Source: an optimization exercise on an open RTL-to-GDS flow (aim: small area and a short achievable clock period). Production flows keep margins and buffers that such runs may drop. Function was checked by simulation only, so behaviour that the tests miss may differ from the original. No activity file was given, so power comes from the tool's default toggle rates.

$ cat flow/flow/run.sh
#!/bin/bash
set -euo pipefail
mapfile -t EXTRA < <(grep -v '^#' flow/extra.txt | grep .)
bash standard.sh "${EXTRA[@]}" finish > standard.log 2>&1
$ cat flow/constraint.sdc
create_clock -name core_clock -period 10.0 [get_ports {clk}]
set_input_delay 2.0000 -clock core_clock [delete_from_list [all_inputs] [get_ports {clk}]]
set_output_delay 2.0000 -clock core_clock [all_outputs]
set_load 0.01 [all_outputs]
$ cat flow/standard.sh
#!/bin/bash
# synth_recipe.tcl (not shown) runs the flow's synth.tcl, then flattens the netlist and writes it again
# the make line also repeats each setting of config.mk as NAME=value (left out here)
make -C /OpenROAD-flow-scripts/flow DESIGN_CONFIG=/design/flow/config.mk WORK_HOME=/design/flow/orfs CLKGATE_MAP_FILE= SYNTH_SCRIPT=/design/flow/synth_recipe.tcl "${@:-finish}"
$ cat flow/flow/extra.txt
SETUP_SLACK_MARGIN=7.0
ADDER_MAP_FILE=
BUFFER_PORTS_ARGS=-buffer_cell sky130_fd_sc_hd__buf_4
$ cat flow/config.mk
export PLATFORM = sky130hd
export DESIGN_NAME = gamma_interp_11bit
export DESIGN_NICKNAME = gamma_interp_11bit
export VERILOG_FILES = /design/flow/design.v
export SDC_FILE = /design/flow/constraint.sdc
export NUM_CORES = 4
export LEC_CHECK = 0
export ABC_AREA = 1
export CAP_MARGIN = 20
export CORE_MARGIN = 2
export CORE_UTILIZATION = 40
export CTS_CLUSTER_DIAMETER = 80
export CTS_CLUSTER_SIZE = 25
export PLACE_DENSITY = 0.8
export SLEW_MARGIN = 60
export SYNTH_HIERARCHICAL = 1
export TNS_END_PERCENT = 0
$ cat flow/design.v
module gamma_interp_11bit #(
  parameter int OUT_W = 10
) (
  input  logic             clk,
  input  logic             rst_n,
  input  logic             i_hs,
  input  logic             i_vs,
  input  logic [4:0]       idx,
  input  logic [10:0]      pixel_in,
  input  logic [10:0]      lowLevel,
  input  logic [10:0]      highLevel,
  input  logic             lut_we,
  input  logic [5:0]       lut_addr,
  input  logic [OUT_W-1:0] lut_wdata,
  input  logic             lut_commit,
  output logic             commit_pending,
  output logic             o_hs,
  output logic             o_vs,
  output logic [OUT_W-1:0] pix_out
);
  localparam int N = 33;
  function automatic logic [9:0] ramp(input int k);
    logic [31:0] v;
    v = 32'(k) * 32;
    if (v > 1023) v = 1023;
    ramp = v[9:0];
  endfunction
  logic [9:0] r_shadow [N];
  logic [9:0] r_active [N];
  logic       r_act_ramp;    
  logic       r_pend;
  logic       r_vs_prev;
  logic       w_copy;
  assign w_copy         = r_pend & r_vs_prev & ~i_vs;
  assign commit_pending = r_pend;
  always_ff @(posedge clk or negedge rst_n) begin
    if (!rst_n) begin
      r_pend    <= 1'b0;
      r_vs_prev <= 1'b0;
    end else begin
      r_pend    <= lut_commit | (r_pend & ~w_copy);
      r_vs_prev <= i_vs;
    end
  end
  always_ff @(posedge clk or negedge rst_n) begin
    if (!rst_n) begin
      for (int k = 0; k < N; k++) r_shadow[k] <= ramp(k);
    end else if (lut_we && lut_addr <= 6'd32) begin
      r_shadow[lut_addr] <= lut_wdata;
    end
  end
  always_ff @(posedge clk or negedge rst_n) begin
    if (!rst_n) r_act_ramp <= 1'b1;
    else if (w_copy) r_act_ramp <= 1'b0;
  end
  always_ff @(posedge clk) begin
    if (w_copy)
      for (int k = 0; k < N; k++) r_active[k] <= r_shadow[k];
  end
  logic [329:0] w_act;
  logic [9:0]   w_ye, w_yo;
  logic [10:0]  w_d, w_w;
  always_comb
    for (int k = 0; k < N; k++) w_act[10*k +: 10] = r_active[k];
  gi_read u_read (.idx(idx), .ramp(r_act_ramp), .act(w_act), .ye(w_ye), .yo(w_yo));
  gi_sub11 u_subd (.a(pixel_in), .b(lowLevel), .y(w_d));
  gi_sub11 u_subw (.a(highLevel), .b(lowLevel), .y(w_w));
  logic [9:0]  r_ye_1, r_yo_1;
  logic        r_b_1;
  logic [10:0] r_d_1;
  logic [10:0] r_w_1;
  logic        r_wz_1;
  logic        r_blank_1;
  always_ff @(posedge clk) begin
    r_ye_1 <= w_ye;
    r_yo_1 <= w_yo;
    r_b_1  <= idx[0];
    r_d_1  <= w_d;
    r_w_1  <= w_w;
    r_wz_1 <= (highLevel == lowLevel);
  end
  always_ff @(posedge clk or negedge rst_n) begin
    if (!rst_n) r_blank_1 <= 1'b1;
    else        r_blank_1 <= ~(i_hs & i_vs);
  end
  logic [10:0] w_top;
  logic [3:0]  w_s;
  always_comb begin
    for (int k = 0; k < 11; k++) w_top[k] = r_w_1[k] & ~|(r_w_1 >> (k + 1));
    for (int b = 0; b < 4; b++) begin
      w_s[b] = 1'b0;
      for (int k = 0; k < 11; k++) if ((k >> b) & 1) w_s[b] = w_s[b] | w_top[k];
    end
  end
  logic [9:0]         w_y0, w_y1;
  logic [10:0]        w_x;
  logic [12:0]        w_db;
  logic [5:0]         w_one, w_two, w_ng;
  logic [11:0]        w_pp0, w_pp1, w_pp2, w_pp3, w_pp4, w_pp5;
  logic [22:0]        w_sa, w_sb;
  assign w_y0  = r_b_1 ? r_yo_1 : r_ye_1;
  assign w_y1  = r_b_1 ? r_ye_1 : r_yo_1;
  assign w_db  = r_wz_1 ? 13'b0 : {1'b0, r_d_1, 1'b0};
  logic xs_g0_0;
  assign xs_g0_0 = w_y1[0] & ~w_y0[0];
  logic xs_g1_0;
  assign xs_g1_0 = w_y1[1] & ~w_y0[1];
  logic xs_g2_0;
  assign xs_g2_0 = w_y1[2] & ~w_y0[2];
  logic xs_g3_0;
  assign xs_g3_0 = w_y1[3] & ~w_y0[3];
  logic xs_g4_0;
  assign xs_g4_0 = w_y1[4] & ~w_y0[4];
  logic xs_g5_0;
  assign xs_g5_0 = w_y1[5] & ~w_y0[5];
  logic xs_g6_0;
  assign xs_g6_0 = w_y1[6] & ~w_y0[6];
  logic xs_g7_0;
  assign xs_g7_0 = w_y1[7] & ~w_y0[7];
  logic xs_g8_0;
  assign xs_g8_0 = w_y1[8] & ~w_y0[8];
  logic xs_g9_0;
  assign xs_g9_0 = w_y1[9] & ~w_y0[9];
  logic xs_g10_0;
  assign xs_g10_0 = 1'b0 & 1'b1;
  logic xs_p0;
  assign xs_p0 = w_y1[0] ^ ~w_y0[0];
  logic xs_p1;
  assign xs_p1 = w_y1[1] ^ ~w_y0[1];
  logic xs_p2;
  assign xs_p2 = w_y1[2] ^ ~w_y0[2];
  logic xs_p3;
  assign xs_p3 = w_y1[3] ^ ~w_y0[3];
  logic xs_p4;
  assign xs_p4 = w_y1[4] ^ ~w_y0[4];
  logic xs_p5;
  assign xs_p5 = w_y1[5] ^ ~w_y0[5];
  logic xs_p6;
  assign xs_p6 = w_y1[6] ^ ~w_y0[6];
  logic xs_p7;
  assign xs_p7 = w_y1[7] ^ ~w_y0[7];
  logic xs_p8;
  assign xs_p8 = w_y1[8] ^ ~w_y0[8];
  logic xs_p9;
  assign xs_p9 = w_y1[9] ^ ~w_y0[9];
  logic xs_p10;
  assign xs_p10 = 1'b0 ^ 1'b1;
  logic xs_g0_c;
  assign xs_g0_c = xs_g0_0 | (xs_p0 & 1'b1);
  logic xs_g1_1;
  assign xs_g1_1 = xs_g1_0 | (xs_p1 & xs_g0_c);
  logic xs_q1_1;
  assign xs_q1_1 = xs_p1 & xs_p0;
  logic xs_g3_1;
  assign xs_g3_1 = xs_g3_0 | (xs_p3 & xs_g2_0);
  logic xs_q3_1;
  assign xs_q3_1 = xs_p3 & xs_p2;
  logic xs_g5_1;
  assign xs_g5_1 = xs_g5_0 | (xs_p5 & xs_g4_0);
  logic xs_q5_1;
  assign xs_q5_1 = xs_p5 & xs_p4;
  logic xs_g7_1;
  assign xs_g7_1 = xs_g7_0 | (xs_p7 & xs_g6_0);
  logic xs_q7_1;
  assign xs_q7_1 = xs_p7 & xs_p6;
  logic xs_g9_1;
  assign xs_g9_1 = xs_g9_0 | (xs_p9 & xs_g8_0);
  logic xs_q9_1;
  assign xs_q9_1 = xs_p9 & xs_p8;
  logic xs_g2_2;
  assign xs_g2_2 = xs_g2_0 | (xs_p2 & xs_g1_1);
  logic xs_q2_2;
  assign xs_q2_2 = xs_p2 & xs_q1_1;
  logic xs_g3_2;
  assign xs_g3_2 = xs_g3_1 | (xs_q3_1 & xs_g1_1);
  logic xs_q3_2;
  assign xs_q3_2 = xs_q3_1 & xs_q1_1;
  logic xs_g6_2;
  assign xs_g6_2 = xs_g6_0 | (xs_p6 & xs_g5_1);
  logic xs_q6_2;
  assign xs_q6_2 = xs_p6 & xs_q5_1;
  logic xs_g7_2;
  assign xs_g7_2 = xs_g7_1 | (xs_q7_1 & xs_g5_1);
  logic xs_q7_2;
  assign xs_q7_2 = xs_q7_1 & xs_q5_1;
  logic xs_g10_2;
  assign xs_g10_2 = xs_g10_0 | (xs_p10 & xs_g9_1);
  logic xs_q10_2;
  assign xs_q10_2 = xs_p10 & xs_q9_1;
  logic xs_g4_3;
  assign xs_g4_3 = xs_g4_0 | (xs_p4 & xs_g3_2);
  logic xs_q4_3;
  assign xs_q4_3 = xs_p4 & xs_q3_2;
  logic xs_g5_3;
  assign xs_g5_3 = xs_g5_1 | (xs_q5_1 & xs_g3_2);
  logic xs_q5_3;
  assign xs_q5_3 = xs_q5_1 & xs_q3_2;
  logic xs_g6_3;
  assign xs_g6_3 = xs_g6_2 | (xs_q6_2 & xs_g3_2);
  logic xs_q6_3;
  assign xs_q6_3 = xs_q6_2 & xs_q3_2;
  logic xs_g7_3;
  assign xs_g7_3 = xs_g7_2 | (xs_q7_2 & xs_g3_2);
  logic xs_q7_3;
  assign xs_q7_3 = xs_q7_2 & xs_q3_2;
  logic xs_g8_4;
  assign xs_g8_4 = xs_g8_0 | (xs_p8 & xs_g7_3);
  logic xs_q8_4;
  assign xs_q8_4 = xs_p8 & xs_q7_3;
  logic xs_g9_4;
  assign xs_g9_4 = xs_g9_1 | (xs_q9_1 & xs_g7_3);
  logic xs_q9_4;
  assign xs_q9_4 = xs_q9_1 & xs_q7_3;
  logic xs_g10_4;
  assign xs_g10_4 = xs_g10_2 | (xs_q10_2 & xs_g7_3);
  logic xs_q10_4;
  assign xs_q10_4 = xs_q10_2 & xs_q7_3;
  assign w_x[0] = (xs_p0 ^ 1'b1);
  assign w_x[1] = (xs_p1 ^ xs_g0_c);
  assign w_x[2] = (xs_p2 ^ xs_g1_1);
  assign w_x[3] = (xs_p3 ^ xs_g2_2);
  assign w_x[4] = (xs_p4 ^ xs_g3_2);
  assign w_x[5] = (xs_p5 ^ xs_g4_3);
  assign w_x[6] = (xs_p6 ^ xs_g5_3);
  assign w_x[7] = (xs_p7 ^ xs_g6_3);
  assign w_x[8] = (xs_p8 ^ xs_g7_3);
  assign w_x[9] = (xs_p9 ^ xs_g8_4);
  assign w_x[10] = (xs_p10 ^ xs_g9_4);
  always_comb begin
    for (int j = 0; j < 6; j++) begin
      w_one[j] = w_db[2*j+1] ^ w_db[2*j];
      w_two[j] = (w_db[2*j+2] & ~w_db[2*j+1] & ~w_db[2*j]) |
                 (~w_db[2*j+2] & w_db[2*j+1] & w_db[2*j]);
      w_ng[j]  = w_db[2*j+2] & ~(w_db[2*j+1] & w_db[2*j]);
    end
  end
  function automatic logic [11:0] bpp(input logic [10:0] x, input logic one,
                                      input logic two, input logic ng);
    logic [11:0] m;
    m = one ? {x[10], x} : (two ? {x, 1'b0} : 12'b0);
    bpp = m ^ {12{ng}};
  endfunction
  assign w_pp0 = bpp(w_x, w_one[0], w_two[0], w_ng[0]);
  assign w_pp1 = bpp(w_x, w_one[1], w_two[1], w_ng[1]);
  assign w_pp2 = bpp(w_x, w_one[2], w_two[2], w_ng[2]);
  assign w_pp3 = bpp(w_x, w_one[3], w_two[3], w_ng[3]);
  assign w_pp4 = bpp(w_x, w_one[4], w_two[4], w_ng[4]);
  assign w_pp5 = bpp(w_x, w_one[5], w_two[5], w_ng[5]);
  logic t0s;
  assign t0s = w_pp0[6] ^ w_pp1[4];
  logic t0c;
  assign t0c = w_pp0[6] & w_pp1[4];
  logic t1s;
  assign t1s = w_pp0[7] ^ w_pp1[5];
  logic t1c;
  assign t1c = w_pp0[7] & w_pp1[5];
  logic t2s;
  assign t2s = w_pp0[8] ^ w_pp1[6] ^ w_pp2[4];
  logic t2c;
  assign t2c = (w_pp0[8] & w_pp1[6]) | (w_pp0[8] & w_pp2[4]) | (w_pp1[6] & w_pp2[4]);
  logic t3s;
  assign t3s = w_pp3[2] ^ w_pp4[0];
  logic t3c;
  assign t3c = w_pp3[2] & w_pp4[0];
  logic t4s;
  assign t4s = w_pp0[9] ^ w_pp1[7] ^ w_pp2[5];
  logic t4c;
  assign t4c = (w_pp0[9] & w_pp1[7]) | (w_pp0[9] & w_pp2[5]) | (w_pp1[7] & w_pp2[5]);
  logic t5s;
  assign t5s = w_pp3[3] ^ w_pp4[1];
  logic t5c;
  assign t5c = w_pp3[3] & w_pp4[1];
  logic t6s;
  assign t6s = w_pp0[10] ^ w_pp1[8] ^ w_pp2[6];
  logic t6c;
  assign t6c = (w_pp0[10] & w_pp1[8]) | (w_pp0[10] & w_pp2[6]) | (w_pp1[8] & w_pp2[6]);
  logic t7s;
  assign t7s = w_pp3[4] ^ w_pp4[2] ^ w_pp5[0];
  logic t7c;
  assign t7c = (w_pp3[4] & w_pp4[2]) | (w_pp3[4] & w_pp5[0]) | (w_pp4[2] & w_pp5[0]);
  logic t8s;
  assign t8s = w_pp0[11] ^ w_pp1[9] ^ w_pp2[7];
  logic t8c;
  assign t8c = (w_pp0[11] & w_pp1[9]) | (w_pp0[11] & w_pp2[7]) | (w_pp1[9] & w_pp2[7]);
  logic t9s;
  assign t9s = w_pp3[5] ^ w_pp4[3] ^ w_pp5[1];
  logic t9c;
  assign t9c = (w_pp3[5] & w_pp4[3]) | (w_pp3[5] & w_pp5[1]) | (w_pp4[3] & w_pp5[1]);
  logic t10s;
  assign t10s = w_pp0[11] ^ w_pp1[10] ^ w_pp2[8];
  logic t10c;
  assign t10c = (w_pp0[11] & w_pp1[10]) | (w_pp0[11] & w_pp2[8]) | (w_pp1[10] & w_pp2[8]);
  logic t11s;
  assign t11s = w_pp3[6] ^ w_pp4[4] ^ w_pp5[2];
  logic t11c;
  assign t11c = (w_pp3[6] & w_pp4[4]) | (w_pp3[6] & w_pp5[2]) | (w_pp4[4] & w_pp5[2]);
  logic t12s;
  assign t12s = ~w_pp0[11] ^ ~w_pp1[11] ^ w_pp2[9];
  logic t12c;
  assign t12c = (~w_pp0[11] & ~w_pp1[11]) | (~w_pp0[11] & w_pp2[9]) | (~w_pp1[11] & w_pp2[9]);
  logic t13s;
  assign t13s = w_pp3[7] ^ w_pp4[5] ^ w_pp5[3];
  logic t13c;
  assign t13c = (w_pp3[7] & w_pp4[5]) | (w_pp3[7] & w_pp5[3]) | (w_pp4[5] & w_pp5[3]);
  logic t14s;
  assign t14s = 1'b1 ^ w_pp2[10] ^ w_pp3[8];
  logic t14c;
  assign t14c = (1'b1 & w_pp2[10]) | (1'b1 & w_pp3[8]) | (w_pp2[10] & w_pp3[8]);
  logic t15s;
  assign t15s = w_pp4[6] ^ w_pp5[4];
  logic t15c;
  assign t15c = w_pp4[6] & w_pp5[4];
  logic t16s;
  assign t16s = ~w_pp2[11] ^ w_pp3[9] ^ w_pp4[7];
  logic t16c;
  assign t16c = (~w_pp2[11] & w_pp3[9]) | (~w_pp2[11] & w_pp4[7]) | (w_pp3[9] & w_pp4[7]);
  logic t17s;
  assign t17s = 1'b1 ^ w_pp3[10];
  logic t17c;
  assign t17c = 1'b1 & w_pp3[10];
  logic t18s;
  assign t18s = w_pp0[4] ^ w_pp1[2];
  logic t18c;
  assign t18c = w_pp0[4] & w_pp1[2];
  logic t19s;
  assign t19s = w_pp0[5] ^ w_pp1[3];
  logic t19c;
  assign t19c = w_pp0[5] & w_pp1[3];
  logic t20s;
  assign t20s = w_pp2[2] ^ w_pp3[0] ^ w_ng[3];
  logic t20c;
  assign t20c = (w_pp2[2] & w_pp3[0]) | (w_pp2[2] & w_ng[3]) | (w_pp3[0] & w_ng[3]);
  logic t21s;
  assign t21s = w_pp2[3] ^ w_pp3[1] ^ t0c;
  logic t21c;
  assign t21c = (w_pp2[3] & w_pp3[1]) | (w_pp2[3] & t0c) | (w_pp3[1] & t0c);
  logic t22s;
  assign t22s = w_ng[4] ^ t1c ^ t2s;
  logic t22c;
  assign t22c = (w_ng[4] & t1c) | (w_ng[4] & t2s) | (t1c & t2s);
  logic t23s;
  assign t23s = t2c ^ t3c ^ t4s;
  logic t23c;
  assign t23c = (t2c & t3c) | (t2c & t4s) | (t3c & t4s);
  logic t24s;
  assign t24s = t4c ^ t5c ^ t6s;
  logic t24c;
  assign t24c = (t4c & t5c) | (t4c & t6s) | (t5c & t6s);
  logic t25s;
  assign t25s = t6c ^ t7c ^ t8s;
  logic t25c;
  assign t25c = (t6c & t7c) | (t6c & t8s) | (t7c & t8s);
  logic t26s;
  assign t26s = t8c ^ t9c ^ t10s;
  logic t26c;
  assign t26c = (t8c & t9c) | (t8c & t10s) | (t9c & t10s);
  logic t27s;
  assign t27s = t10c ^ t11c ^ t12s;
  logic t27c;
  assign t27c = (t10c & t11c) | (t10c & t12s) | (t11c & t12s);
  logic t28s;
  assign t28s = t12c ^ t13c ^ t14s;
  logic t28c;
  assign t28c = (t12c & t13c) | (t12c & t14s) | (t13c & t14s);
  logic t29s;
  assign t29s = w_pp5[5] ^ t14c ^ t15c;
  logic t29c;
  assign t29c = (w_pp5[5] & t14c) | (w_pp5[5] & t15c) | (t14c & t15c);
  logic t30s;
  assign t30s = w_pp4[8] ^ w_pp5[6] ^ t16c;
  logic t30c;
  assign t30c = (w_pp4[8] & w_pp5[6]) | (w_pp4[8] & t16c) | (w_pp5[6] & t16c);
  logic t31s;
  assign t31s = ~w_pp3[11] ^ w_pp4[9] ^ w_pp5[7];
  logic t31c;
  assign t31c = (~w_pp3[11] & w_pp4[9]) | (~w_pp3[11] & w_pp5[7]) | (w_pp4[9] & w_pp5[7]);
  logic t32s;
  assign t32s = 1'b1 ^ w_pp4[10];
  logic t32c;
  assign t32c = 1'b1 & w_pp4[10];
  logic t33s;
  assign t33s = w_pp0[2] ^ w_pp1[0];
  logic t33c;
  assign t33c = w_pp0[2] & w_pp1[0];
  logic t34s;
  assign t34s = w_pp0[3] ^ w_pp1[1];
  logic t34c;
  assign t34c = w_pp0[3] & w_pp1[1];
  logic t35s;
  assign t35s = w_pp2[0] ^ w_ng[2] ^ t18s;
  logic t35c;
  assign t35c = (w_pp2[0] & w_ng[2]) | (w_pp2[0] & t18s) | (w_ng[2] & t18s);
  logic t36s;
  assign t36s = w_pp2[1] ^ t18c ^ t19s;
  logic t36c;
  assign t36c = (w_pp2[1] & t18c) | (w_pp2[1] & t19s) | (t18c & t19s);
  logic t37s;
  assign t37s = t0s ^ t19c ^ t20s;
  logic t37c;
  assign t37c = (t0s & t19c) | (t0s & t20s) | (t19c & t20s);
  logic t38s;
  assign t38s = t1s ^ t20c ^ t21s;
  logic t38c;
  assign t38c = (t1s & t20c) | (t1s & t21s) | (t20c & t21s);
  logic t39s;
  assign t39s = t3s ^ t21c ^ t22s;
  logic t39c;
  assign t39c = (t3s & t21c) | (t3s & t22s) | (t21c & t22s);
  logic t40s;
  assign t40s = t5s ^ t22c ^ t23s;
  logic t40c;
  assign t40c = (t5s & t22c) | (t5s & t23s) | (t22c & t23s);
  logic t41s;
  assign t41s = t7s ^ t23c ^ t24s;
  logic t41c;
  assign t41c = (t7s & t23c) | (t7s & t24s) | (t23c & t24s);
  logic t42s;
  assign t42s = t9s ^ t24c ^ t25s;
  logic t42c;
  assign t42c = (t9s & t24c) | (t9s & t25s) | (t24c & t25s);
  logic t43s;
  assign t43s = t11s ^ t25c ^ t26s;
  logic t43c;
  assign t43c = (t11s & t25c) | (t11s & t26s) | (t25c & t26s);
  logic t44s;
  assign t44s = t13s ^ t26c ^ t27s;
  logic t44c;
  assign t44c = (t13s & t26c) | (t13s & t27s) | (t26c & t27s);
  logic t45s;
  assign t45s = t15s ^ t27c ^ t28s;
  logic t45c;
  assign t45c = (t15s & t27c) | (t15s & t28s) | (t27c & t28s);
  logic t46s;
  assign t46s = t16s ^ t28c ^ t29s;
  logic t46c;
  assign t46c = (t16s & t28c) | (t16s & t29s) | (t28c & t29s);
  logic t47s;
  assign t47s = t17s ^ t29c ^ t30s;
  logic t47c;
  assign t47c = (t17s & t29c) | (t17s & t30s) | (t29c & t30s);
  logic t48s;
  assign t48s = t17c ^ t30c ^ t31s;
  logic t48c;
  assign t48c = (t17c & t30c) | (t17c & t31s) | (t30c & t31s);
  logic t49s;
  assign t49s = w_pp5[8] ^ t31c ^ t32s;
  logic t49c;
  assign t49c = (w_pp5[8] & t31c) | (w_pp5[8] & t32s) | (t31c & t32s);
  logic t50s;
  assign t50s = ~w_pp4[11] ^ w_pp5[9] ^ t32c;
  logic t50c;
  assign t50c = (~w_pp4[11] & w_pp5[9]) | (~w_pp4[11] & t32c) | (w_pp5[9] & t32c);
  logic t51s;
  assign t51s = 1'b1 ^ w_pp5[10];
  logic t51c;
  assign t51c = 1'b1 & w_pp5[10];
  assign w_sa[0] = w_pp0[0];
  assign w_sb[0] = w_ng[0];
  assign w_sa[1] = w_pp0[1];
  assign w_sb[1] = 1'b0;
  assign w_sa[2] = w_ng[1];
  assign w_sb[2] = t33s;
  assign w_sa[3] = t33c;
  assign w_sb[3] = t34s;
  assign w_sa[4] = t34c;
  assign w_sb[4] = t35s;
  assign w_sa[5] = t35c;
  assign w_sb[5] = t36s;
  assign w_sa[6] = t36c;
  assign w_sb[6] = t37s;
  assign w_sa[7] = t37c;
  assign w_sb[7] = t38s;
  assign w_sa[8] = t38c;
  assign w_sb[8] = t39s;
  assign w_sa[9] = t39c;
  assign w_sb[9] = t40s;
  assign w_sa[10] = t40c;
  assign w_sb[10] = t41s;
  assign w_sa[11] = t41c;
  assign w_sb[11] = t42s;
  assign w_sa[12] = t42c;
  assign w_sb[12] = t43s;
  assign w_sa[13] = t43c;
  assign w_sb[13] = t44s;
  assign w_sa[14] = t44c;
  assign w_sb[14] = t45s;
  assign w_sa[15] = t45c;
  assign w_sb[15] = t46s;
  assign w_sa[16] = t46c;
  assign w_sb[16] = t47s;
  assign w_sa[17] = t47c;
  assign w_sb[17] = t48s;
  assign w_sa[18] = t48c;
  assign w_sb[18] = t49s;
  assign w_sa[19] = t49c;
  assign w_sb[19] = t50s;
  assign w_sa[20] = t50c;
  assign w_sb[20] = t51s;
  assign w_sa[21] = ~w_pp5[11];
  assign w_sb[21] = t51c;
  assign w_sa[22] = 1'b1;
  assign w_sb[22] = 1'b0;
  logic [22:0] r_sa_2, r_sb_2;
  logic [9:0]  r_y0_2;
  logic [3:0]  r_s_2;
  logic        r_blank_2;
  always_ff @(posedge clk) begin
    r_sa_2 <= w_sa;
    r_sb_2 <= w_sb;
    r_y0_2 <= w_y0;
    r_s_2  <= w_s;
  end
  always_ff @(posedge clk or negedge rst_n) begin
    if (!rst_n) r_blank_2 <= 1'b1;
    else        r_blank_2 <= r_blank_1;
  end
  logic [22:0] w_ta, w_tb, w_t;
  logic [9:0]  w_pix;
  assign w_ta = r_sa_2;
  assign w_tb = r_sb_2;
  logic ts_g0_0;
  assign ts_g0_0 = w_ta[0] & w_tb[0];
  logic ts_g1_0;
  assign ts_g1_0 = w_ta[1] & w_tb[1];
  logic ts_g2_0;
  assign ts_g2_0 = w_ta[2] & w_tb[2];
  logic ts_g3_0;
  assign ts_g3_0 = w_ta[3] & w_tb[3];
  logic ts_g4_0;
  assign ts_g4_0 = w_ta[4] & w_tb[4];
  logic ts_g5_0;
  assign ts_g5_0 = w_ta[5] & w_tb[5];
  logic ts_g6_0;
  assign ts_g6_0 = w_ta[6] & w_tb[6];
  logic ts_g7_0;
  assign ts_g7_0 = w_ta[7] & w_tb[7];
  logic ts_g8_0;
  assign ts_g8_0 = w_ta[8] & w_tb[8];
  logic ts_g9_0;
  assign ts_g9_0 = w_ta[9] & w_tb[9];
  logic ts_g10_0;
  assign ts_g10_0 = w_ta[10] & w_tb[10];
  logic ts_g11_0;
  assign ts_g11_0 = w_ta[11] & w_tb[11];
  logic ts_g12_0;
  assign ts_g12_0 = w_ta[12] & w_tb[12];
  logic ts_g13_0;
  assign ts_g13_0 = w_ta[13] & w_tb[13];
  logic ts_g14_0;
  assign ts_g14_0 = w_ta[14] & w_tb[14];
  logic ts_g15_0;
  assign ts_g15_0 = w_ta[15] & w_tb[15];
  logic ts_g16_0;
  assign ts_g16_0 = w_ta[16] & w_tb[16];
  logic ts_g17_0;
  assign ts_g17_0 = w_ta[17] & w_tb[17];
  logic ts_g18_0;
  assign ts_g18_0 = w_ta[18] & w_tb[18];
  logic ts_g19_0;
  assign ts_g19_0 = w_ta[19] & w_tb[19];
  logic ts_g20_0;
  assign ts_g20_0 = w_ta[20] & w_tb[20];
  logic ts_g21_0;
  assign ts_g21_0 = w_ta[21] & w_tb[21];
  logic ts_g22_0;
  assign ts_g22_0 = w_ta[22] & w_tb[22];
  logic ts_p0;
  assign ts_p0 = w_ta[0] ^ w_tb[0];
  logic ts_p1;
  assign ts_p1 = w_ta[1] ^ w_tb[1];
  logic ts_p2;
  assign ts_p2 = w_ta[2] ^ w_tb[2];
  logic ts_p3;
  assign ts_p3 = w_ta[3] ^ w_tb[3];
  logic ts_p4;
  assign ts_p4 = w_ta[4] ^ w_tb[4];
  logic ts_p5;
  assign ts_p5 = w_ta[5] ^ w_tb[5];
  logic ts_p6;
  assign ts_p6 = w_ta[6] ^ w_tb[6];
  logic ts_p7;
  assign ts_p7 = w_ta[7] ^ w_tb[7];
  logic ts_p8;
  assign ts_p8 = w_ta[8] ^ w_tb[8];
  logic ts_p9;
  assign ts_p9 = w_ta[9] ^ w_tb[9];
  logic ts_p10;
  assign ts_p10 = w_ta[10] ^ w_tb[10];
  logic ts_p11;
  assign ts_p11 = w_ta[11] ^ w_tb[11];
  logic ts_p12;
  assign ts_p12 = w_ta[12] ^ w_tb[12];
  logic ts_p13;
  assign ts_p13 = w_ta[13] ^ w_tb[13];
  logic ts_p14;
  assign ts_p14 = w_ta[14] ^ w_tb[14];
  logic ts_p15;
  assign ts_p15 = w_ta[15] ^ w_tb[15];
  logic ts_p16;
  assign ts_p16 = w_ta[16] ^ w_tb[16];
  logic ts_p17;
  assign ts_p17 = w_ta[17] ^ w_tb[17];
  logic ts_p18;
  assign ts_p18 = w_ta[18] ^ w_tb[18];
  logic ts_p19;
  assign ts_p19 = w_ta[19] ^ w_tb[19];
  logic ts_p20;
  assign ts_p20 = w_ta[20] ^ w_tb[20];
  logic ts_p21;
  assign ts_p21 = w_ta[21] ^ w_tb[21];
  logic ts_p22;
  assign ts_p22 = w_ta[22] ^ w_tb[22];
  logic ts_g1_1;
  assign ts_g1_1 = ts_g1_0 | (ts_p1 & ts_g0_0);
  logic ts_q1_1;
  assign ts_q1_1 = ts_p1 & ts_p0;
  logic ts_g3_1;
  assign ts_g3_1 = ts_g3_0 | (ts_p3 & ts_g2_0);
  logic ts_q3_1;
  assign ts_q3_1 = ts_p3 & ts_p2;
  logic ts_g5_1;
  assign ts_g5_1 = ts_g5_0 | (ts_p5 & ts_g4_0);
  logic ts_q5_1;
  assign ts_q5_1 = ts_p5 & ts_p4;
  logic ts_g7_1;
  assign ts_g7_1 = ts_g7_0 | (ts_p7 & ts_g6_0);
  logic ts_q7_1;
  assign ts_q7_1 = ts_p7 & ts_p6;
  logic ts_g9_1;
  assign ts_g9_1 = ts_g9_0 | (ts_p9 & ts_g8_0);
  logic ts_q9_1;
  assign ts_q9_1 = ts_p9 & ts_p8;
  logic ts_g11_1;
  assign ts_g11_1 = ts_g11_0 | (ts_p11 & ts_g10_0);
  logic ts_q11_1;
  assign ts_q11_1 = ts_p11 & ts_p10;
  logic ts_g13_1;
  assign ts_g13_1 = ts_g13_0 | (ts_p13 & ts_g12_0);
  logic ts_q13_1;
  assign ts_q13_1 = ts_p13 & ts_p12;
  logic ts_g15_1;
  assign ts_g15_1 = ts_g15_0 | (ts_p15 & ts_g14_0);
  logic ts_q15_1;
  assign ts_q15_1 = ts_p15 & ts_p14;
  logic ts_g17_1;
  assign ts_g17_1 = ts_g17_0 | (ts_p17 & ts_g16_0);
  logic ts_q17_1;
  assign ts_q17_1 = ts_p17 & ts_p16;
  logic ts_g19_1;
  assign ts_g19_1 = ts_g19_0 | (ts_p19 & ts_g18_0);
  logic ts_q19_1;
  assign ts_q19_1 = ts_p19 & ts_p18;
  logic ts_g21_1;
  assign ts_g21_1 = ts_g21_0 | (ts_p21 & ts_g20_0);
  logic ts_q21_1;
  assign ts_q21_1 = ts_p21 & ts_p20;
  logic ts_g2_2;
  assign ts_g2_2 = ts_g2_0 | (ts_p2 & ts_g1_1);
  logic ts_q2_2;
  assign ts_q2_2 = ts_p2 & ts_q1_1;
  logic ts_g3_2;
  assign ts_g3_2 = ts_g3_1 | (ts_q3_1 & ts_g1_1);
  logic ts_q3_2;
  assign ts_q3_2 = ts_q3_1 & ts_q1_1;
  logic ts_g6_2;
  assign ts_g6_2 = ts_g6_0 | (ts_p6 & ts_g5_1);
  logic ts_q6_2;
  assign ts_q6_2 = ts_p6 & ts_q5_1;
  logic ts_g7_2;
  assign ts_g7_2 = ts_g7_1 | (ts_q7_1 & ts_g5_1);
  logic ts_q7_2;
  assign ts_q7_2 = ts_q7_1 & ts_q5_1;
  logic ts_g10_2;
  assign ts_g10_2 = ts_g10_0 | (ts_p10 & ts_g9_1);
  logic ts_q10_2;
  assign ts_q10_2 = ts_p10 & ts_q9_1;
  logic ts_g11_2;
  assign ts_g11_2 = ts_g11_1 | (ts_q11_1 & ts_g9_1);
  logic ts_q11_2;
  assign ts_q11_2 = ts_q11_1 & ts_q9_1;
  logic ts_g14_2;
  assign ts_g14_2 = ts_g14_0 | (ts_p14 & ts_g13_1);
  logic ts_q14_2;
  assign ts_q14_2 = ts_p14 & ts_q13_1;
  logic ts_g15_2;
  assign ts_g15_2 = ts_g15_1 | (ts_q15_1 & ts_g13_1);
  logic ts_q15_2;
  assign ts_q15_2 = ts_q15_1 & ts_q13_1;
  logic ts_g18_2;
  assign ts_g18_2 = ts_g18_0 | (ts_p18 & ts_g17_1);
  logic ts_q18_2;
  assign ts_q18_2 = ts_p18 & ts_q17_1;
  logic ts_g19_2;
  assign ts_g19_2 = ts_g19_1 | (ts_q19_1 & ts_g17_1);
  logic ts_q19_2;
  assign ts_q19_2 = ts_q19_1 & ts_q17_1;
  logic ts_g22_2;
  assign ts_g22_2 = ts_g22_0 | (ts_p22 & ts_g21_1);
  logic ts_q22_2;
  assign ts_q22_2 = ts_p22 & ts_q21_1;
  logic ts_g4_3;
  assign ts_g4_3 = ts_g4_0 | (ts_p4 & ts_g3_2);
  logic ts_q4_3;
  assign ts_q4_3 = ts_p4 & ts_q3_2;
  logic ts_g5_3;
  assign ts_g5_3 = ts_g5_1 | (ts_q5_1 & ts_g3_2);
  logic ts_q5_3;
  assign ts_q5_3 = ts_q5_1 & ts_q3_2;
  logic ts_g6_3;
  assign ts_g6_3 = ts_g6_2 | (ts_q6_2 & ts_g3_2);
  logic ts_q6_3;
  assign ts_q6_3 = ts_q6_2 & ts_q3_2;
  logic ts_g7_3;
  assign ts_g7_3 = ts_g7_2 | (ts_q7_2 & ts_g3_2);
  logic ts_q7_3;
  assign ts_q7_3 = ts_q7_2 & ts_q3_2;
  logic ts_g12_3;
  assign ts_g12_3 = ts_g12_0 | (ts_p12 & ts_g11_2);
  logic ts_q12_3;
  assign ts_q12_3 = ts_p12 & ts_q11_2;
  logic ts_g13_3;
  assign ts_g13_3 = ts_g13_1 | (ts_q13_1 & ts_g11_2);
  logic ts_q13_3;
  assign ts_q13_3 = ts_q13_1 & ts_q11_2;
  logic ts_g14_3;
  assign ts_g14_3 = ts_g14_2 | (ts_q14_2 & ts_g11_2);
  logic ts_q14_3;
  assign ts_q14_3 = ts_q14_2 & ts_q11_2;
  logic ts_g15_3;
  assign ts_g15_3 = ts_g15_2 | (ts_q15_2 & ts_g11_2);
  logic ts_q15_3;
  assign ts_q15_3 = ts_q15_2 & ts_q11_2;
  logic ts_g20_3;
  assign ts_g20_3 = ts_g20_0 | (ts_p20 & ts_g19_2);
  logic ts_q20_3;
  assign ts_q20_3 = ts_p20 & ts_q19_2;
  logic ts_g21_3;
  assign ts_g21_3 = ts_g21_1 | (ts_q21_1 & ts_g19_2);
  logic ts_q21_3;
  assign ts_q21_3 = ts_q21_1 & ts_q19_2;
  logic ts_g22_3;
  assign ts_g22_3 = ts_g22_2 | (ts_q22_2 & ts_g19_2);
  logic ts_q22_3;
  assign ts_q22_3 = ts_q22_2 & ts_q19_2;
  logic ts_g8_4;
  assign ts_g8_4 = ts_g8_0 | (ts_p8 & ts_g7_3);
  logic ts_q8_4;
  assign ts_q8_4 = ts_p8 & ts_q7_3;
  logic ts_g9_4;
  assign ts_g9_4 = ts_g9_1 | (ts_q9_1 & ts_g7_3);
  logic ts_q9_4;
  assign ts_q9_4 = ts_q9_1 & ts_q7_3;
  logic ts_g10_4;
  assign ts_g10_4 = ts_g10_2 | (ts_q10_2 & ts_g7_3);
  logic ts_q10_4;
  assign ts_q10_4 = ts_q10_2 & ts_q7_3;
  logic ts_g11_4;
  assign ts_g11_4 = ts_g11_2 | (ts_q11_2 & ts_g7_3);
  logic ts_q11_4;
  assign ts_q11_4 = ts_q11_2 & ts_q7_3;
  logic ts_g12_4;
  assign ts_g12_4 = ts_g12_3 | (ts_q12_3 & ts_g7_3);
  logic ts_q12_4;
  assign ts_q12_4 = ts_q12_3 & ts_q7_3;
  logic ts_g13_4;
  assign ts_g13_4 = ts_g13_3 | (ts_q13_3 & ts_g7_3);
  logic ts_q13_4;
  assign ts_q13_4 = ts_q13_3 & ts_q7_3;
  logic ts_g14_4;
  assign ts_g14_4 = ts_g14_3 | (ts_q14_3 & ts_g7_3);
  logic ts_q14_4;
  assign ts_q14_4 = ts_q14_3 & ts_q7_3;
  logic ts_g15_4;
  assign ts_g15_4 = ts_g15_3 | (ts_q15_3 & ts_g7_3);
  logic ts_q15_4;
  assign ts_q15_4 = ts_q15_3 & ts_q7_3;
  logic ts_g16_5;
  assign ts_g16_5 = ts_g16_0 | (ts_p16 & ts_g15_4);
  logic ts_q16_5;
  assign ts_q16_5 = ts_p16 & ts_q15_4;
  logic ts_g17_5;
  assign ts_g17_5 = ts_g17_1 | (ts_q17_1 & ts_g15_4);
  logic ts_q17_5;
  assign ts_q17_5 = ts_q17_1 & ts_q15_4;
  logic ts_g18_5;
  assign ts_g18_5 = ts_g18_2 | (ts_q18_2 & ts_g15_4);
  logic ts_q18_5;
  assign ts_q18_5 = ts_q18_2 & ts_q15_4;
  logic ts_g19_5;
  assign ts_g19_5 = ts_g19_2 | (ts_q19_2 & ts_g15_4);
  logic ts_q19_5;
  assign ts_q19_5 = ts_q19_2 & ts_q15_4;
  logic ts_g20_5;
  assign ts_g20_5 = ts_g20_3 | (ts_q20_3 & ts_g15_4);
  logic ts_q20_5;
  assign ts_q20_5 = ts_q20_3 & ts_q15_4;
  logic ts_g21_5;
  assign ts_g21_5 = ts_g21_3 | (ts_q21_3 & ts_g15_4);
  logic ts_q21_5;
  assign ts_q21_5 = ts_q21_3 & ts_q15_4;
  logic ts_g22_5;
  assign ts_g22_5 = ts_g22_3 | (ts_q22_3 & ts_g15_4);
  logic ts_q22_5;
  assign ts_q22_5 = ts_q22_3 & ts_q15_4;
  assign w_t[0] = ts_p0;
  assign w_t[1] = (ts_p1 ^ ts_g0_0);
  assign w_t[2] = (ts_p2 ^ ts_g1_1);
  assign w_t[3] = (ts_p3 ^ ts_g2_2);
  assign w_t[4] = (ts_p4 ^ ts_g3_2);
  assign w_t[5] = (ts_p5 ^ ts_g4_3);
  assign w_t[6] = (ts_p6 ^ ts_g5_3);
  assign w_t[7] = (ts_p7 ^ ts_g6_3);
  assign w_t[8] = (ts_p8 ^ ts_g7_3);
  assign w_t[9] = (ts_p9 ^ ts_g8_4);
  assign w_t[10] = (ts_p10 ^ ts_g9_4);
  assign w_t[11] = (ts_p11 ^ ts_g10_4);
  assign w_t[12] = (ts_p12 ^ ts_g11_4);
  assign w_t[13] = (ts_p13 ^ ts_g12_4);
  assign w_t[14] = (ts_p14 ^ ts_g13_4);
  assign w_t[15] = (ts_p15 ^ ts_g14_4);
  assign w_t[16] = (ts_p16 ^ ts_g15_4);
  assign w_t[17] = (ts_p17 ^ ts_g16_5);
  assign w_t[18] = (ts_p18 ^ ts_g17_5);
  assign w_t[19] = (ts_p19 ^ ts_g18_5);
  assign w_t[20] = (ts_p20 ^ ts_g19_5);
  assign w_t[21] = (ts_p21 ^ ts_g20_5);
  assign w_t[22] = (ts_p22 ^ ts_g21_5);
  logic [10:0] w_sh;
  logic [10:0] w_q;
  logic        w_rb, w_big, w_sml;
  logic [11:0] w_r;
  logic [10:0] w_qt [11];
  logic [9:0]  w_rt;
  logic [10:0] w_bt, w_st;
  always_comb begin
    for (int k = 0; k < 11; k++) w_sh[k] = (r_s_2 == 4'(k));
    for (int i = 0; i < 11; i++) begin
      for (int k = 0; k < 11; k++) w_qt[i][k] = w_sh[k] & w_t[i+k];
      w_q[i] = |w_qt[i];
    end
    for (int k = 1; k < 11; k++) w_rt[k-1] = w_sh[k] & w_t[k-1];
    w_rb = |w_rt;
    for (int k = 0; k < 11; k++) begin
      w_bt[k] = w_sh[k] & |(w_t[21:0] & (22'h3fffff << (11 + k)));
      w_st[k] = w_sh[k] & |(~w_t[21:0] & (22'h3fffff << (11 + k)));
    end
    w_big = ~w_t[22] & (|w_bt | w_q[10]);
    w_sml = w_t[22] & (|w_st | ~w_q[10]);
    w_r = {2'b0, r_y0_2} + {w_q[10], w_q} + {11'b0, w_rb};
    if (r_blank_2 | w_sml)  w_pix = '0;
    else if (w_big)         w_pix = 10'h3ff;
    else if (w_r[11])       w_pix = '0;
    else if (w_r[10])       w_pix = 10'h3ff;
    else                    w_pix = w_r[9:0];
  end
  logic [2:0] r_hs_d, r_vs_d;
  logic [9:0] r_pix;
  always_ff @(posedge clk or negedge rst_n) begin
    if (!rst_n) begin
      r_hs_d <= '0;
      r_vs_d <= '0;
      r_pix  <= '0;
    end else begin
      r_hs_d <= {r_hs_d[1:0], i_hs};
      r_vs_d <= {r_vs_d[1:0], i_vs};
      r_pix  <= w_pix;
    end
  end
  assign o_hs    = r_hs_d[2];
  assign o_vs    = r_vs_d[2];
  assign pix_out = r_pix;
endmodule
module gi_read (
  input  logic [4:0]   idx,
  input  logic         ramp,
  input  logic [329:0] act,
  output logic [9:0]   ye,
  output logic [9:0]   yo
);
  logic [15:0] so1;
  logic [16:0] se, so;
  logic [4:0]  je;
  logic [17:0] te [10];
  logic [16:0] to [10];
  assign je = {1'b0, idx[4:1]} + {4'b0, idx[0]};
  always_comb begin
    for (int j = 0; j < 16; j++) so1[j] = (idx[4:1] == 4'(j));
    for (int j = 0; j < 17; j++) begin
      so[j] = (j < 16) ? (~ramp & so1[j % 16]) : 1'b0;
      se[j] = ~ramp & (((j < 16) ? (~idx[0] & so1[j % 16]) : 1'b0) |
                       ((j > 0) ? (idx[0] & so1[(j + 15) % 16]) : 1'b0));
    end
    for (int i = 0; i < 10; i++) begin
      for (int j = 0; j < 17; j++) te[i][j] = se[j] & act[20*j + i];
      for (int j = 0; j < 16; j++) to[i][j] = so[j] & act[20*j + 10 + i];
      te[i][17] = ramp & (je[4] | (i >= 6 && je[i-6]));
      to[i][16] = ramp & (i == 5 || (i >= 6 && idx[i-5]));
      ye[i] = |te[i];
      yo[i] = |to[i];
    end
  end
endmodule
module gi_sub11 (
  input  logic [10:0] a,
  input  logic [10:0] b,
  output logic [10:0] y
);
  logic m_g0_0;
  assign m_g0_0 = a[0] & ~b[0];
  logic m_g1_0;
  assign m_g1_0 = a[1] & ~b[1];
  logic m_g2_0;
  assign m_g2_0 = a[2] & ~b[2];
  logic m_g3_0;
  assign m_g3_0 = a[3] & ~b[3];
  logic m_g4_0;
  assign m_g4_0 = a[4] & ~b[4];
  logic m_g5_0;
  assign m_g5_0 = a[5] & ~b[5];
  logic m_g6_0;
  assign m_g6_0 = a[6] & ~b[6];
  logic m_g7_0;
  assign m_g7_0 = a[7] & ~b[7];
  logic m_g8_0;
  assign m_g8_0 = a[8] & ~b[8];
  logic m_g9_0;
  assign m_g9_0 = a[9] & ~b[9];
  logic m_g10_0;
  assign m_g10_0 = a[10] & ~b[10];
  logic m_p0;
  assign m_p0 = a[0] ^ ~b[0];
  logic m_p1;
  assign m_p1 = a[1] ^ ~b[1];
  logic m_p2;
  assign m_p2 = a[2] ^ ~b[2];
  logic m_p3;
  assign m_p3 = a[3] ^ ~b[3];
  logic m_p4;
  assign m_p4 = a[4] ^ ~b[4];
  logic m_p5;
  assign m_p5 = a[5] ^ ~b[5];
  logic m_p6;
  assign m_p6 = a[6] ^ ~b[6];
  logic m_p7;
  assign m_p7 = a[7] ^ ~b[7];
  logic m_p8;
  assign m_p8 = a[8] ^ ~b[8];
  logic m_p9;
  assign m_p9 = a[9] ^ ~b[9];
  logic m_p10;
  assign m_p10 = a[10] ^ ~b[10];
  logic m_g0_c;
  assign m_g0_c = m_g0_0 | (m_p0 & 1'b1);
  logic m_g1_1;
  assign m_g1_1 = m_g1_0 | (m_p1 & m_g0_c);
  logic m_q1_1;
  assign m_q1_1 = m_p1 & m_p0;
  logic m_g3_1;
  assign m_g3_1 = m_g3_0 | (m_p3 & m_g2_0);
  logic m_q3_1;
  assign m_q3_1 = m_p3 & m_p2;
  logic m_g5_1;
  assign m_g5_1 = m_g5_0 | (m_p5 & m_g4_0);
  logic m_q5_1;
  assign m_q5_1 = m_p5 & m_p4;
  logic m_g7_1;
  assign m_g7_1 = m_g7_0 | (m_p7 & m_g6_0);
  logic m_q7_1;
  assign m_q7_1 = m_p7 & m_p6;
  logic m_g9_1;
  assign m_g9_1 = m_g9_0 | (m_p9 & m_g8_0);
  logic m_q9_1;
  assign m_q9_1 = m_p9 & m_p8;
  logic m_g2_2;
  assign m_g2_2 = m_g2_0 | (m_p2 & m_g1_1);
  logic m_q2_2;
  assign m_q2_2 = m_p2 & m_q1_1;
  logic m_g3_2;
  assign m_g3_2 = m_g3_1 | (m_q3_1 & m_g1_1);
  logic m_q3_2;
  assign m_q3_2 = m_q3_1 & m_q1_1;
  logic m_g6_2;
  assign m_g6_2 = m_g6_0 | (m_p6 & m_g5_1);
  logic m_q6_2;
  assign m_q6_2 = m_p6 & m_q5_1;
  logic m_g7_2;
  assign m_g7_2 = m_g7_1 | (m_q7_1 & m_g5_1);
  logic m_q7_2;
  assign m_q7_2 = m_q7_1 & m_q5_1;
  logic m_g10_2;
  assign m_g10_2 = m_g10_0 | (m_p10 & m_g9_1);
  logic m_q10_2;
  assign m_q10_2 = m_p10 & m_q9_1;
  logic m_g4_3;
  assign m_g4_3 = m_g4_0 | (m_p4 & m_g3_2);
  logic m_q4_3;
  assign m_q4_3 = m_p4 & m_q3_2;
  logic m_g5_3;
  assign m_g5_3 = m_g5_1 | (m_q5_1 & m_g3_2);
  logic m_q5_3;
  assign m_q5_3 = m_q5_1 & m_q3_2;
  logic m_g6_3;
  assign m_g6_3 = m_g6_2 | (m_q6_2 & m_g3_2);
  logic m_q6_3;
  assign m_q6_3 = m_q6_2 & m_q3_2;
  logic m_g7_3;
  assign m_g7_3 = m_g7_2 | (m_q7_2 & m_g3_2);
  logic m_q7_3;
  assign m_q7_3 = m_q7_2 & m_q3_2;
  logic m_g8_4;
  assign m_g8_4 = m_g8_0 | (m_p8 & m_g7_3);
  logic m_q8_4;
  assign m_q8_4 = m_p8 & m_q7_3;
  logic m_g9_4;
  assign m_g9_4 = m_g9_1 | (m_q9_1 & m_g7_3);
  logic m_q9_4;
  assign m_q9_4 = m_q9_1 & m_q7_3;
  logic m_g10_4;
  assign m_g10_4 = m_g10_2 | (m_q10_2 & m_g7_3);
  logic m_q10_4;
  assign m_q10_4 = m_q10_2 & m_q7_3;
  assign y[0] = (m_p0 ^ 1'b1);
  assign y[1] = (m_p1 ^ m_g0_c);
  assign y[2] = (m_p2 ^ m_g1_1);
  assign y[3] = (m_p3 ^ m_g2_2);
  assign y[4] = (m_p4 ^ m_g3_2);
  assign y[5] = (m_p5 ^ m_g4_3);
  assign y[6] = (m_p6 ^ m_g5_3);
  assign y[7] = (m_p7 ^ m_g6_3);
  assign y[8] = (m_p8 ^ m_g7_3);
  assign y[9] = (m_p9 ^ m_g8_4);
  assign y[10] = (m_p10 ^ m_g9_4);
endmodule
==> results of run 1 <==
==> power by group <==
group	internal, mW	leakage, nW	switching [mW]
clock network	0.876	0.662	1.09
registers	3.85	8.38	0.213
logic	1.74	9.32	3.42
==> registers in the layout, summed over array words and instances, names as in the netlist, 4 cells and up <==
| name | flops |
|---|---|
| r_w_1 | 10 |
| r_d_1 | 11 |
| r_active | 330 |
| r_ye_1 | 10 |
| r_pix | 10 |
| r_shadow | 330 |
| r_sa_2 | 22 |
| r_yo_1 | 10 |
| r_sb_2 | 21 |
| r_s_2 | 4 |
| r_y0_2 | 10 |
==> stage by stage <==
stage	setup WS, ns	power (mW)	utilization [%]	hold WS [ns]
floorplan	2.71	7.09	-	0.331
CTS	6.87	10.4	44.6	0.357
global placement	5.65	7.88	42.0	0.332
global route	6.66	11.9	46.1	0.359
detailed placement	6.04	8.03	42.4	0.336
finish	6.77	11.2	46.1	0.353
==> worst paths after layout <==
kind | endpoint | startpoint | slack [ns]
worst max-delay path | r_ye_1[4] | idx[1] | 6.77
worst min-delay path | r_hs_d[2] | r_hs_d[1] | 0.35
worst max register to register | r_pix[3] | r_sa_2[7] | 6.83
worst min register to register | r_hs_d[2] | r_hs_d[1] | 0.35
max in group asynchronous | r_shadow[20][9] | rst_n | 7.37
min in group asynchronous | r_pix[3] | rst_n | 1.22
==> per-layer routing <==
layer / vias up / wire (um) / GRT usage [%]
met5: - / 29 / 0
met2: 1215 / 48200 / 35.0
met3: 222 / 7520 / 3.07
met1: 13800 / 37600 / 25.2
met4: 4 / 3040 / 6.25
li1: 13700 / - / -
==> worst register-to-register path, delay by kind of cell (launching register included) <==
kind / cells / cell delay (ns)
and+or+nand+nor: 21 / 2.27
buffers and inverters: 2 / 0.18
AOI/OAI and AO/OA: 1 / 0.26
DFF: 1 / 0.34
==> what timing repair did <==
| action | in CTS | in global routing |
|---|---|---|
| endpoints found under the setup margin | 164 | 257 |
| gates cloned | 1 | 6 |
| pin swaps | 24 | 76 |
| hold endpoints to repair | 0 | 0 |
| resized for setup | 127 | 226 |
| buffers inserted | 14 | 41 |
==> cell type report <==
type	count	area [um^2]
Tap cell	1176	1470
Clock inverter	14	224
Timing Repair Buffer	156	1480
Sequential cell	780	20800
Fill cell	8170	48400
Inverter	368	1420
Multi-Input combinational cell	2880	14900
Clock buffer	64	1150
==> impl_metrics.sql, run 1 <==
INSERT INTO impl_metrics (metric_group, metric, value, unit) VALUES
('cts', 'ctsHoldBuffers', '0', ''),
('floorplan', 'pin_count', '73', ''),
('run', 'maxCapViolCount', '0', ''),
('min_path', 'hold_path.class', 'register to register', ''),
('global_route', 'grt_max_degree', '79', ''),
('timing', 'grt_setup_unrepaired', 'yes', ''),
('critical_path', 'worstRegToRegCells', '24', ''),
('cts', 'cts.htree.levels', '2', ''),
('route', 'drt-initial-drc-count', '3031', ''),
('floorplan', 'core', '89900', 'um^2'),
('timing', 'hold_viol_final', '0', ''),
('placement', 'place_hpwl', '64.2', 'mm'),
('critical_path', 'critical_path.max_fanout', '15', ''),
('critical_path', 'cp-start-kind', 'input pin', ''),
('min_path', 'worst_hold_path.num_cells', '0', ''),
('cts', 'clock_tree.buffer_depth', '3', ''),
('timing', 'fin_crit_sh', '32.3', '%'),
('synth', 'area_of_the_mapped_netlist', '36200', 'um^2'),
('critical_path', 'cp.buffers_inverters', '2', ''),
('timing', 'finalWorstPathRequiredPeriod', '3.23', 'ns'),
('global_route', 'via_count_of_the_first_global_routing_pass', '27300', ''),
('critical_path', 'cp_data_required_time', '10.45', 'ns'),
('cts', 'clock_sinks', '780', ''),
('cts', 'clkTransAtPathRegs', '0.08', 'ns'),
('floorplan', 'floorplan.die.height', '305', 'um'),
('final_layout', 'top_library_cells_by_usage_in_the_layout_fill_and_taps_aside', '1,160 x sky130_fd_sc_hd__nand2_1, 369 x sky130_fd_sc_hd__nand3_1, 361 x sky130_fd_sc_hd__o21ai_0, 330 x sky130_fd_sc_hd__edfxtp_1, 317 x sky130_fd_sc_hd__inv_1', ''),
('route', 'drt-total-wl', '96.4', 'mm'),
('critical_path', 'max_stage_delay', '0.27', 'ns'),
('placement', 'post-place-cells', '5295', ''),
('final_layout', 'final_design_area_no_fill', '41500', 'um^2'),
('critical_path', 'critical-path-top-cell-by-count', 'sky130_fd_sc_hd__nand2_1', ''),
('cts', 'tritoncts_clock_tree', 'done', ''),
('power', 'power_density', '270', 'nW/um^2'),
('global_route', 'grt_antenna_before_repair', '2', ''),
('timing', 'tns', '0', 'ns'),
('synth', 'avg_synthesized_cell_area', '8.71', 'um^2'),
('cts', 'clk-insertion-delay-late', '0.62', 'ns'),
('cts', 'clockRootBuffer', 'sky130_fd_sc_hd__clkbuf_16', ''),
('status', 'status', 'complete, no violations', ''),
('placement', 'weighted_congestion_at_the_end_of_routability_driven_global_placement', '0.952', ''),
('timing', 'worstMarginPinSlew', '0.609', 'ns'),
('critical_path', 'timing_worst_setup_path_type', 'input pin to register', ''),
('route', 'dr.pass1.iters', '6', ''),
('placement', 'port-buffer-count', '72', ''),
('global_route', 'grt-ovfl-total', '0', ''),
('route', 'drc', '0', ''),
('route', 'vias', '28900', ''),
('floorplan', 'start_util', '40.3', '%'),
('final_layout', 'finalNonFillerCells', '5438', ''),
('critical_path', 'cp_num_cells', '9', ''),
('critical_path', 'crit_path_end_kind', 'register', ''),
('critical_path', 'cp_top_family', 'simple AND/OR/NAND/NOR gates', ''),
('route', 'wl_per_cell', '17.7', 'um'),
('critical_path', 'worst_ep_arrival_time', '3.68', 'ns'),
('critical_path', 'crit_path_top_delay_cell', 'sky130_fd_sc_hd__nor2_1', ''),
('final_layout', 'insertedDiodeCount', '0', ''),
('synth', 'synthesis.instances', '4156', ''),
('power', 'static-leakage-power', '18.4', 'nW'),
('floorplan', 'dieArea', '92900', 'um^2'),
('floorplan', 'fp-row-count', '110', ''),
('route', 'route.detailed.vias_per_inst', '5.32', ''),
('cts', 'inserted_clock_buffers', '42', ''),
('timing', 'clock-skew-final', '0.0446', 'ns'),
('timing', 'maxSlewHeadroom', '59.4', '%'),
('synth', 'synth_nets', '4216', ''),
('timing', 'timing_max_transition_violations_final', '0', ''),
('route', 'detail-route-antenna-nets', '0', ''),
('final_layout', 'area_growth_from_synthesis_to_layout', '14.6', '%'),
('global_route', 'track_usage', '19.9', '%'),
('final_layout', 'most_frequent_standard_cell_in_the_layout_excluding_fill_and_tap_cells', 'sky130_fd_sc_hd__nand2_1', ''),
('final_layout', 'drive_gt1_share', '18.7', '%'),
('timing', 'setup_viol_count_final', '0', ''),
('critical_path', 'critical_path.cell_chain', 'buf_4 -> inv_4 -> nand2_1 -> nand2_1 -> nor2_2 -> nand2_1 -> nand4_1 -> nor2_1 -> nand3_1', ''),
('placement', 'placed_area', '38100', 'um^2'),
('final_layout', 'final_nets', '4288', ''),
('synth', 'ys.warnings.count', '24', ''),
('timing', 'max_clock_freq', '310', 'MHz'),
('power', 'worst_supply_voltage_drop_on_vdd', '202', 'uV'),
('floorplan', 'dieWidth', '305', 'um'),
('global_route', 'wire_length_of_the_first_global_routing_pass', '148', 'mm');
==> inputs of run 2 (changes only) <==
==> flow/flow/extra.txt (replaced) <==
SETUP_SLACK_MARGIN=7.3
ADDER_MAP_FILE=
BUFFER_PORTS_ARGS=-buffer_cell sky130_fd_sc_hd__buf_4
--- a/flow/config.mk
+++ b/flow/config.mk
@@ -11,7 +11,6 @@
 export CORE_UTILIZATION = 40
 export CTS_CLUSTER_DIAMETER = 80
 export CTS_CLUSTER_SIZE = 25
-export PLACE_DENSITY = 0.8
 export SLEW_MARGIN = 60
 export SYNTH_HIERARCHICAL = 1
 export TNS_END_PERCENT = 0
==> run 2 against run 1 <==
  * Setup slack better by 0.047 ns
  * Register-to-register slack improved by 0.02 ns
  * Maximum frequency up 1.5%
  * Hold slack about the same
  * Clock skew up 0.024 ns
  * Highest routed layer unchanged
  * Wire length is 1.5% higher
  * Die area unchanged
  * Largest cell class unchanged
  * Sequential power barely moved
  * Area after synthesis is the same
  * Non-clock buffer count fell by 2
  * Global-route usage increased by 1.1 points
==> impl_metrics.sql, run 2 <==
INSERT INTO impl_metrics (metric_group, metric, value, unit) VALUES
('cts', 'clkTransAtPathRegs', '0.10', 'ns'),
('floorplan', 'start_util', '40.3', '%'),
('critical_path', 'critical_path.max_fanout', '15', ''),
('critical_path', 'worst_r2r_startpoint', 'r_b_1', ''),
('critical_path', 'crit_path_end_kind', 'register', ''),
('critical_path', 'cp-start-kind', 'input pin', ''),
('final_layout', 'final_design_area_no_fill', '41000', 'um^2'),
('final_layout', 'final_nets', '4281', ''),
('timing', 'fin_crit_sh', '31.8', '%'),
('power', 'worst_supply_voltage_drop_on_vdd', '169', 'uV'),
('floorplan', 'pin_count', '73', ''),
('global_route', 'grt-ovfl-total', '0', ''),
('floorplan', 'fp-row-count', '110', ''),
('critical_path', 'worst_ep_arrival_time', '3.67', 'ns'),
('synth', 'area_of_the_mapped_netlist', '36200', 'um^2'),
('power', 'static-leakage-power', '18.2', 'nW'),
('global_route', 'grt_max_degree', '74', ''),
('status', 'status', 'complete, no violations', ''),
('route', 'drt-total-wl', '97.8', 'mm'),
('floorplan', 'dieWidth', '305', 'um'),
('timing', 'clock-skew-final', '0.0687', 'ns'),
('route', 'detail-route-antenna-nets', '0', ''),
('global_route', 'wire_length_of_the_first_global_routing_pass', '153', 'mm');
## run 2: layout make-up
cell class | instances | area (um^2)
tap | 1176 | 1470
antenna | 1 | 2.50
inverter | 368 | 1420
clock buffer | 64 | 1160
timing repair buffer | 154 | 1380
multi-input combinational | 2875 | 14500
fill | 8729 | 48900
sequential | 780 | 20800
clock inverter | 14 | 224
## run 2: final timing paths
| path | to | slack (ns) | cells past startpoint |
|---|---|---|---|
| setup / recovery | r_ye_1[7] | 6.82 | 9 |
| hold / removal | r_hs_d[2] | 0.35 | 0 |
| setup reg to reg | r_sb_2[18] | 6.85 | 20 |
| hold reg to reg | r_hs_d[2] | 0.35 | 0 |
| max in group asynchronous | r_shadow[14][6] | 7.35 | 5 |
| min in group asynchronous | r_hs_d[0] | 1.22 | 1 |
## run 2: critical path, cell delays in order
cell                      delay [ns]
sky130_fd_sc_hd__buf_4          0.19
sky130_fd_sc_hd__inv_4          0.24
sky130_fd_sc_hd__nor2_1         0.15
sky130_fd_sc_hd__nand2_1        0.08
sky130_fd_sc_hd__nand2_1        0.32
sky130_fd_sc_hd__nand3_1        0.21
sky130_fd_sc_hd__nand2_1        0.08
sky130_fd_sc_hd__nor2_1         0.24
sky130_fd_sc_hd__nand3_1        0.14
## run 2: layer usage
| layer | global-route usage, % | vias up | routed length (um) |
|---|---|---|---|
| met5 | 0 | - | 13 |
| met4 | 6.32 | 2 | 2890 |
| met3 | 2.44 | 143 | 4700 |
| met2 | 35.9 | 636 | 47300 |
| li1 | - | 13700 | - |
| met1 | 28.2 | 13200 | 42900 |
## run 2: what timing repair did
item | CTS | global route
buffers inserted | 16 | 34
endpoints found under the setup margin | 548 | 728
gates cloned | 2 | 0
resized for setup | 120 | 150
pin swaps | 26 | 52
## run 2: power groups by stage
| stage | sequential, mW | combinational (mW) | clock (mW) |
|---|---|---|---|
| 2_1_floorplan | 4.06 | 3.04 | 0 |
| 3_3_place_gp | 4.10 | 3.88 | 0 |
| 3_5_place_dp | 4.11 | 3.95 | 0 |
| 4_1_cts | 4.05 | 4.26 | 2.02 |
| 5_1_grt | 4.10 | 5.26 | 2.14 |
| 6_report | 4.05 | 4.66 | 1.98 |
## run 2: stage by stage
| step | hold slack, ns | utilization (%) | total power, mW | setup WS, ns |
|---|---|---|---|---|
| final | 0.353 | 45.6 | 10.7 | 6.82 |
| after global routing | 0.360 | 45.6 | 11.5 | 6.65 |
| after CTS | 0.356 | 44.7 | 10.3 | 6.84 |
| after detailed placement | 0.335 | 42.5 | 8.07 | 5.94 |
| after global placement | 0.332 | 42.1 | 7.98 | 5.25 |
| after floorplan | 0.331 | - | 7.09 | 2.71 |

[separate check: timing with driven ports]
How much do the figures lean on ideal ports? The routed layouts below were timed once more, with nothing changed but the port constraints. Step 1 sets driving cells, clkbuf_16 on the clock port and buf_2 on the other inputs (assumed; they add their load-dependent delay and slew). Step 2 adds t to the input delays and takes it off the output delays; t is the mean of the earliest and latest rising clock arrival at the registers after step 1. Input paths then give back, and output paths get back, about the clock's delay inside the block. Three values: ideal, step 1, step 2; two values: the first two.
run	t (ns)	setup WS [ns]	worst setup path after step 2	worst data-port slew with drivers (ns)
run 1	0.659	6.771 / 6.766 / 6.108	input to register	0.09
run 2	0.686	6.818 / 6.795 / 6.108	input to register	0.11
After both steps every run listed still meets setup and hold. The setup slack of run 2, which loses most, moves by -0.023 ns with the drivers and by -0.710 ns with both steps.
